Background: an optimization exercise with open tools, aiming at a short achievable clock period and few clock cycles. Do not read the settings as production practice.
The RTL was checked by simulation tests, not by an equivalence proof against the original design.
Power is estimated from default activity; no workload was simulated.

==> flow/design.v <==
package cpuPkg;
  typedef logic [16-1:0] wordT;
  typedef logic [4-1:0] regAddrT;
  typedef enum logic [4-1:0] {
    NOP = 4'b0000,
    ADD = 4'b0001,
    SUB = 4'b0010,
    XOR = 4'b0011,
    AND = 4'b0100,
    SLL = 4'b0101,
    SRL = 4'b0110,
    LDI = 4'b0111,
    LW  = 4'b1000,
    SW  = 4'b1001,
    B   = 4'b1100,
    HLT = 4'b1111
  } opcodeE;
  typedef enum logic [3-1:0] {
    NE = 3'b000,
    EQ = 3'b001,
    GT = 3'b010,
    LT = 3'b011,
    GE = 3'b100,
    LE = 3'b101,
    OV = 3'b110,
    AL = 3'b111
  } branchCondE;
  typedef struct packed {
    logic z;
    logic v;
    logic n;
  } flagsT;
  typedef struct packed {
    opcodeE aluOp;
    logic   regWrite;
    logic   memRead;
    logic   memWrite;
    logic   memToReg;
    logic   isBranch;
    logic   halt;
  } ctrlT;
  typedef struct packed {
    wordT pc;
    wordT instr;
  } ifIdT;
  typedef struct packed {
    ctrlT       ctrl;
    wordT       pc;
    wordT       rsData;
    wordT       rtData;
    wordT       imm;
    regAddrT    rs;
    regAddrT    rt;
    regAddrT    rd;
    branchCondE cond;
  } idExT;
  typedef struct packed {
    ctrlT    ctrl;
    wordT    result;
    wordT    storeData;
    regAddrT rd;
  } exMemT;
  typedef struct packed {
    ctrlT    ctrl;
    wordT    result;
    wordT    loadData;
    regAddrT rd;
  } memWbT;
  typedef enum logic [1:0] {
    NONE  = 2'd0,
    EXMEM = 2'd1,
    MEMWB = 2'd2
  } fwdSelE;
endpackage
`timescale 1ns/1ps
module cpu (
  input  logic        clk,
  input  logic        rstN,
  input  logic        run,
  input  logic        progWrEn,
  input  logic [15:0] progAddr,
  input  logic [15:0] progData,
  input  logic [3:0]  dbgAddr,
  output logic        hlt,
  output logic [15:0] pc,
  output logic [15:0] dbgData
);
  logic [15:0] imem [64];
  logic [15:0] dmem [64];
  logic [15:0] regs [16];
  always_ff @(posedge clk) begin
    if (progWrEn && !run) begin
      imem[progAddr[5:0]] <= progData;
    end
  end
  assign dbgData = regs[dbgAddr];
  logic [15:0] fPc;       
  logic [15:0] dI;        
  logic        stopped;   
  logic        hltQ;
  logic        hltPend;
  logic [15:0] eA, eB, eSd;
  logic [3:0]  eRd;
  logic        eWr, eLd, eSt, eArith, eCin, eXor, eAnd, eSll, eSrl, ePass;
  logic        eSetZ, eSetVN;
  logic        fz, fv, fn;
  logic [5:0]  mAddr;
  logic [15:0] mSd;
  logic [3:0]  mRd;
  logic        mLd, mSt;
  logic [3:0] dOp;
  logic dIsAlu, dIsLdi, dIsLw, dIsSw, dIsB, dIsHlt, dIsSub;
  logic [3:0] aAddr, bAddr;
  assign dOp    = dI[15:12];
  assign dIsAlu = (dOp >= 4'd1) && (dOp <= 4'd6);
  assign dIsSub = (dOp == 4'd2);
  assign dIsLdi = (dOp == 4'd7);
  assign dIsLw  = (dOp == 4'd8);
  assign dIsSw  = (dOp == 4'd9);
  assign dIsB   = (dOp == 4'hc);
  assign dIsHlt = (dOp == 4'hf);
  assign aAddr = dI[7:4];
  assign bAddr = dIsSw ? dI[11:8] : dI[3:0];
  logic [15:0] eRes;
  logic [15:0] ldData;
  assign ldData = dmem[mAddr];
  logic [15:0] opA, opB;
  always_comb begin
    if (eWr && (eRd == aAddr)) opA = eRes;
    else if (mLd && (mRd == aAddr)) opA = ldData;
    else opA = regs[aAddr];
  end
  always_comb begin
    if (eWr && (eRd == bAddr)) opB = eRes;
    else if (mLd && (mRd == bAddr)) opB = ldData;
    else opB = regs[bAddr];
  end
  logic stall;
  assign stall = eLd && (
      ((dIsAlu || dIsLw || dIsSw) && (eRd == dI[7:4])) ||
      (dIsAlu && (eRd == dI[3:0])) ||
      (dIsSw && (eRd == dI[11:8])));
  logic [15:0] sum;
  logic [15:0] shl, shr;
  logic        vNew, zNew, zFast;
  assign sum = eA + eB + {15'd0, eCin};
  assign shl = eA << eB[3:0];
  assign shr = eA >> eB[3:0];
  always_comb begin
    eRes = '0;
    if (eArith) eRes = sum;
    if (eXor)   eRes = eA ^ eB;
    if (eAnd)   eRes = eA & eB;
    if (eSll)   eRes = shl;
    if (eSrl)   eRes = shr;
    if (ePass)  eRes = eB;
  end
  always_comb begin
    zFast = ((eA[0] ^ eB[0]) == eCin);
    for (int i = 1; i < 16; i++) begin
      zFast = zFast && ((eA[i] ^ eB[i]) == (eA[i-1] | eB[i-1]));
    end
  end
  assign zNew = eArith ? zFast :
                eXor   ? (eA == eB) :
                eAnd   ? ((eA & eB) == 16'd0) :
                eSll   ? (shl == 16'd0) :
                         (shr == 16'd0);
  assign vNew = (eA[15] == eB[15]) && (sum[15] != eA[15]);
  logic zNow, vNow, nNow, condMet, taken;
  assign zNow = eSetZ  ? zNew    : fz;
  assign vNow = eSetVN ? vNew    : fv;
  assign nNow = eSetVN ? sum[15] : fn;
  always_comb begin
    case (dI[11:9])
      3'd0: condMet = !zNow;
      3'd1: condMet = zNow;
      3'd2: condMet = !zNow && !nNow;
      3'd3: condMet = nNow;
      3'd4: condMet = zNow || !nNow;
      3'd5: condMet = nNow || zNow;
      3'd6: condMet = vNow;
      default: condMet = 1'b1;
    endcase
  end
  assign taken = dIsB && condMet;
  logic [15:0] tgt, tgtNext, seqNext;
  logic [15:0] instrSeq, instrTgt;
  assign tgt      = fPc + {{6{dI[8]}}, dI[8:0], 1'b0};
  assign tgtNext  = fPc + {{6{dI[8]}}, dI[8:0], 1'b0} + 16'd2;
  assign seqNext  = fPc + 16'd2;
  assign instrSeq = imem[fPc[6:1]];
  assign instrTgt = imem[tgt[6:1]];
  logic issue;
  assign issue = !stopped && !stall;
  always_ff @(posedge clk or negedge rstN) begin
    if (!rstN) begin
      fPc     <= '0;
      dI      <= '0;
      stopped <= 1'b0;
      hltQ    <= 1'b0;
      hltPend <= 1'b0;
      eA      <= '0;
      eB      <= '0;
      eSd     <= '0;
      eRd     <= '0;
      eWr     <= 1'b0;
      eLd     <= 1'b0;
      eSt     <= 1'b0;
      eArith  <= 1'b0;
      eCin    <= 1'b0;
      eXor    <= 1'b0;
      eAnd    <= 1'b0;
      eSll    <= 1'b0;
      eSrl    <= 1'b0;
      ePass   <= 1'b0;
      eSetZ   <= 1'b0;
      eSetVN  <= 1'b0;
      fz      <= 1'b0;
      fv      <= 1'b0;
      fn      <= 1'b0;
      mAddr   <= '0;
      mSd     <= '0;
      mRd     <= '0;
      mLd     <= 1'b0;
      mSt     <= 1'b0;
      for (int i = 0; i < 16; i++) regs[i] <= '0;
    end else if (run) begin
      if (issue) begin
        if (dIsHlt) begin
          dI      <= '0;
          stopped <= 1'b1;
        end else if (taken) begin
          dI  <= instrTgt;
          fPc <= tgtNext;
        end else begin
          dI  <= instrSeq;
          fPc <= seqNext;
        end
      end
      hltPend <= issue && dIsHlt && eLd;
      hltQ    <= hltQ || hltPend || (issue && dIsHlt && !eLd);
      eRd    <= dI[11:8];
      eA     <= opA;
      eSd    <= opB;
      eWr    <= issue && (dIsAlu || dIsLdi);
      eLd    <= issue && dIsLw;
      eSt    <= issue && dIsSw;
      eArith <= (dOp == 4'd1) || dIsSub || dIsLw || dIsSw;
      eCin   <= dIsSub;
      eXor   <= (dOp == 4'd3);
      eAnd   <= (dOp == 4'd4);
      eSll   <= (dOp == 4'd5);
      eSrl   <= (dOp == 4'd6);
      ePass  <= dIsLdi;
      eSetZ  <= issue && dIsAlu;
      eSetVN <= issue && ((dOp == 4'd1) || dIsSub);
      if (dIsLw || dIsSw) eB <= {{12{dI[3]}}, dI[3:0]};
      else if (dIsLdi)    eB <= {{8{dI[7]}}, dI[7:0]};
      else if (dIsSub)    eB <= ~opB;
      else                eB <= opB;
      if (eSetZ) fz <= zNew;
      if (eSetVN) begin
        fv <= vNew;
        fn <= sum[15];
      end
      mAddr <= sum[5:0];
      mSd   <= eSd;
      mRd   <= eRd;
      mLd   <= eLd;
      mSt   <= eSt;
      for (int i = 0; i < 16; i++) begin
        if (eWr && (eRd == 4'(i))) regs[i] <= eRes;
        else if (mLd && (mRd == 4'(i))) regs[i] <= ldData;
      end
    end
  end
  always_ff @(posedge clk) begin
    if (run && mSt) begin
      dmem[mAddr] <= mSd;
    end
  end
  assign hlt = hltQ;
  assign pc  = fPc;
endmodule
==> flow/run.sh <==
#!/bin/bash
# synth_recipe.tcl (not shown) runs the flow's synth.tcl, then flattens the netlist and writes it again
# the make line also repeats each setting of config.mk as NAME=value (left out here)
make -C /OpenROAD-flow-scripts/flow DESIGN_CONFIG=/design/flow/config.mk WORK_HOME=/design/flow/orfs CLKGATE_MAP_FILE= SYNTH_SCRIPT=/design/flow/synth_recipe.tcl finish
==> flow/config.mk <==
export PLATFORM = sky130hd
export DESIGN_NAME = cpu
export DESIGN_NICKNAME = cpu
export VERILOG_FILES = /design/flow/design.v
export SDC_FILE = /design/flow/constraint.sdc
export NUM_CORES = 4
export LEC_CHECK = 0
export ABC_CLOCK_PERIOD_IN_PS = 3500
export CAP_MARGIN = 20
export CORE_MARGIN = 2
export CORE_UTILIZATION = 40
export SETUP_SLACK_MARGIN = 3.2
export SLEW_MARGIN = 20
==> flow/constraint.sdc <==
create_clock -name core_clock -period 7.0 [get_ports {clk}]
set_input_delay 1.4000 -clock core_clock [delete_from_list [all_inputs] [get_ports {clk}]]
set_output_delay 1.4000 -clock core_clock [all_outputs]
set_load 0.01 [all_outputs]
==> results.yml <==
final_layout:
  mostFrequentLayoutCells: "edfxtp_1 (2048), mux4_2 (683), a22oi_1 (482), nand2_1 (464), buf_4 (458)"
  layout-drive-gt1-share_pct: 28.71
  layout.nets: 7893
  fin_util_pct: 47.57
  area_growth_pct: 18.59
  layout_commonest_cell: "edfxtp_1"
timing:
  fin_crit_ns: 4.343
  fin_ws_ns: 2.657
  maxSlewHeadroom_pct: 28.00
  tightest_slew_ns: 1.080
  hold_viol_final: 0
  final.period_utilization_pct: 62.05
  max_freq_mhz: 230.2
  hold_slack_ns: 0.4928
  finalSetupTns_ns: 0
  finalSetupViolations: 0
  finClkSkew_ns: 0.07849
  rsz0062_at_grt: "true"
  maxSlewViolCount: 0
logic_synthesis:
  synth_top_family_by_area: "multiplexers"
  synth_simple_gate_area_share_pct: 5.635
  synth_xor_area_share_pct: 0.6426
  ys_types: 96
  postSynth.asyncResetShare_pct: 15.82
  synth.ff_latch_count: 2433
  synth_edf_count: 2048
  yosys_warnings: 2
  synth_compound_area_share_pct: 12.18
  synth_top_area_share_pct: 55.02
  ys_seq_area_share_pct: 63.64
  syn_avg_cell_area_um2: 15.02
  synth_area_leader_cell: "edfxtp_1"
  synthMuxAreaShare_pct: 14.85
  syn_area_um2: 111800
  yosys-top-cells-area: "edfxtp_1 (55%), mux4_2 (14%), dfrtp_1 (8.6%), a22oi_1 (3.4%), o21ai_0 (1.8%)"
  syn_inst: 7442
  synthAdderAreaFrac_pct: 0.5799
  synth_ff_type: "edfxtp_1"
  syn_nets: 7532
placed_design:
  gp_congestion: 0.9640
  dpl.hpwl_um: 226300
  numPortBuffers: 61
  dp_slack_ns: 1.011
pwr:
  p_leak_nw: 43.87
  switching_share_pct: 40.48
  power.clock.fraction_pct: 21.2
  comb_power_share_pct: 50.2
  power.density_nw_per_um2: 500.5
  power_mw: 66.34
  power.switching_mw: 26.86
  p_int_mw: 39.48
  p_seq_share_pct: 28.6
  ir_drop_mv: 0.6791
critical_path:
  ff2ff_setup_slack_ns: 2.66
  cp-start-kind: "register"
  worst-path-max-fanout: 10
  crit_required_ns: 7.76
  cpMaxStageDelayCell: "mux4_2"
  worst-setup-path-type: "reg2reg"
  worst_path_most_repeated_cell: "buf_12"
  endpoint_kind: "register"
  cp_slowest_stage_delay_ns: 0.54
  cp_data_arrival_time_ns: 5.11
  cp_cell_sequence: "buf_6, buf_12, mux4_2, nand2b_4, o311ai_2, and3_4, nand4_1, o211ai_4, buf_12, a21oi_2, o2111ai_4, nand3_4, buf_4, buf_6, buf_12, buf_12, buf_16, buf_4, a311oi_2, a31oi_1, o21ai_1"
routing:
  avgViaCountPerCell: 6.496
  antenna_left: 0
  firstDrtPassIters: 9
  wl_per_cell_um: 33.88
  drt-initial-drc-count: 10590
  drc: 0
  num_vias: 76210
  totalWireLength_um: 397500
floorplanning:
  pin_count: 73
  die_x_um: 532.6
  coreArea_um2: 278700
  die_h_um: 532.6
  rows: 194
  dieArea_um2: 283700
  initial_core_util_pct: 40.11
clocking:
  postCtsHoldBufs: 0
  cts_tree: "built"
  htree_levels: 5
  cts_inserted_buffers: 270
  cts_buffer_depth: 4
  root_buffer: "clkbuf_16"
  cts.sinks: 2433
  clk_pin_slew_ns: 0.06
  clk_latency_ns: 0.87
flow_run:
  maxCapViolCount: 0
global_routing:
  grt_pass1_vias: 73980
  antenna_found_initial: 20
  overflow: 0
  grt_usage_pct: 27.27
  grt_start_max_net_pins: 124
  grt_pass1_wl_um: 558400
outcome:
  status: "timing/DRC/antenna clean"
min_path:
  hp-class: "reg2reg"
## synth_stat cells (all sizes together) (76+ instances only)
cell type  instances
nand4             91
a31oi            104
a21oi            351
a22oi            511
clkbuf           422
mux4             683
buf              190
a221oi           167
nand3             89
a22o             152
dfrtp            385
nor2             456
nand2            480
edfxtp          2048
o21ai            433
inv               76
## repair_timing
item,4_1_cts,5_1_grt
resized for setup,506,233
pin swaps,112,109
endpoints found under the hold margin,0,0
cloned,22,4
setup buffers,163,69
endpoints found under the setup margin,350,186
## per-stage QoR
stage | std cells | area [um^2]
global route | 11730 | 132500
detailed placement | 10990 | 118400
global placement | 10990 | 118400
finish | 11730 | 132500
floorplan | 7442 | 112100
CTS | 11650 | 130600
## power by group through the flow
| stage | logic (mW) | registers, mW | clock network [mW] |
|---|---|---|---|
| after detailed placement | 28.8 | 19.2 | 0 |
| after CTS | 31.6 | 18.9 | 14.2 |
| after global routing | 34.8 | 19.0 | 14.8 |
| after floorplan | 18.9 | 18.4 | 0 |
| after global placement | 28.5 | 19.2 | 0 |
| final | 33.3 | 19.0 | 14.1 |
## worst paths after layout
| kind | from | to | cells after the start |
|---|---|---|---|
| worst min register to register | mSd[2] | dmem[52][2] | 0 |
| worst max-delay path | eB[0] | fPc[7] | 21 |
| worst max register to register | eB[0] | fPc[7] | 21 |
| min in group asynchronous | rstN | regs[8][0] | 1 |
| worst min-delay path | mSd[2] | dmem[52][2] | 0 |
| max in group asynchronous | rstN | regs[10][2] | 2 |
## per-layer routing
metal,global-route usage [%],part of all wire [%]
met2,42.08,46
met4,12.04,5.1
met5,0,0.074
met1,37.31,39
met3,5.669,9.9
## area by class of cell
class,count,area (um^2)
fillers,23710,146100
flip-flops and latches,2433,71220
multi-input cells,4327,40650
clock buffers,337,7153
repair buffers,693,7136
well taps,3724,4659
clock inverters,133,1396
inverters,78,314.1
diodes,7,17.52
## critical path, delay by kind of cell, from the launching register on
family	cells	cell delay [ns]
buf+inv	9	1.28
compound gates	7	1.20
simple gates	4	0.76
mux	1	0.54
flops	1	0.49
## cells by family (layout without fill, tap and decap cells)
family                   after synthesis  count (layout)
AO/OA/AOI/OAI                       2011            2011
XOR/XNOR                              82              82
adder cells (fa/ha/maj)               50              50
buffers and inverters                690            1241
flip-flops                          2433            2433
multiplexers                         796             796
other                                  1               8
AND/OR/NAND/NOR                     1379            1387
## flip-flops by register name, indices dropped and copies added, names as in the netlist, 4 cells and up
| signal | count |
|---|---|
| dI | 16 |
| dmem | 1024 |
| eA | 16 |
| eB | 16 |
| eRd | 4 |
| eSd | 16 |
| fPc | 15 |
| imem | 1024 |
| mAddr | 6 |
| mRd | 4 |
| mSd | 16 |
| regs | 256 |
Testbench counts, summed over its fixed seeds: cycles 33,681.

==> separate check: timing with driven ports <==
Ports are ideal in the flow. The routed layout listed here was re-timed in OpenROAD.
Step 1 assumes that a clkbuf_16 drives the clock port and a buf_2 every other input.
Step 2 adds t to the input delays and takes it off the output delays; t is the mean of the earliest and latest rising clock arrival at the registers after step 1. Input paths then give back, and output paths get back, about the clock's delay inside the block.
a / b / c = ideal ports / drivers / drivers and shift; a / b = the first two.
t, ns: 0.933
slack for setup (ns): 2.657 / 2.596 / 2.355
worst register clock-pin slew, ns: 0.07 / 0.07
After both steps setup and hold are still met in this run. The setup slack of this run moves by -0.061 ns with the drivers and by -0.302 ns with both steps.
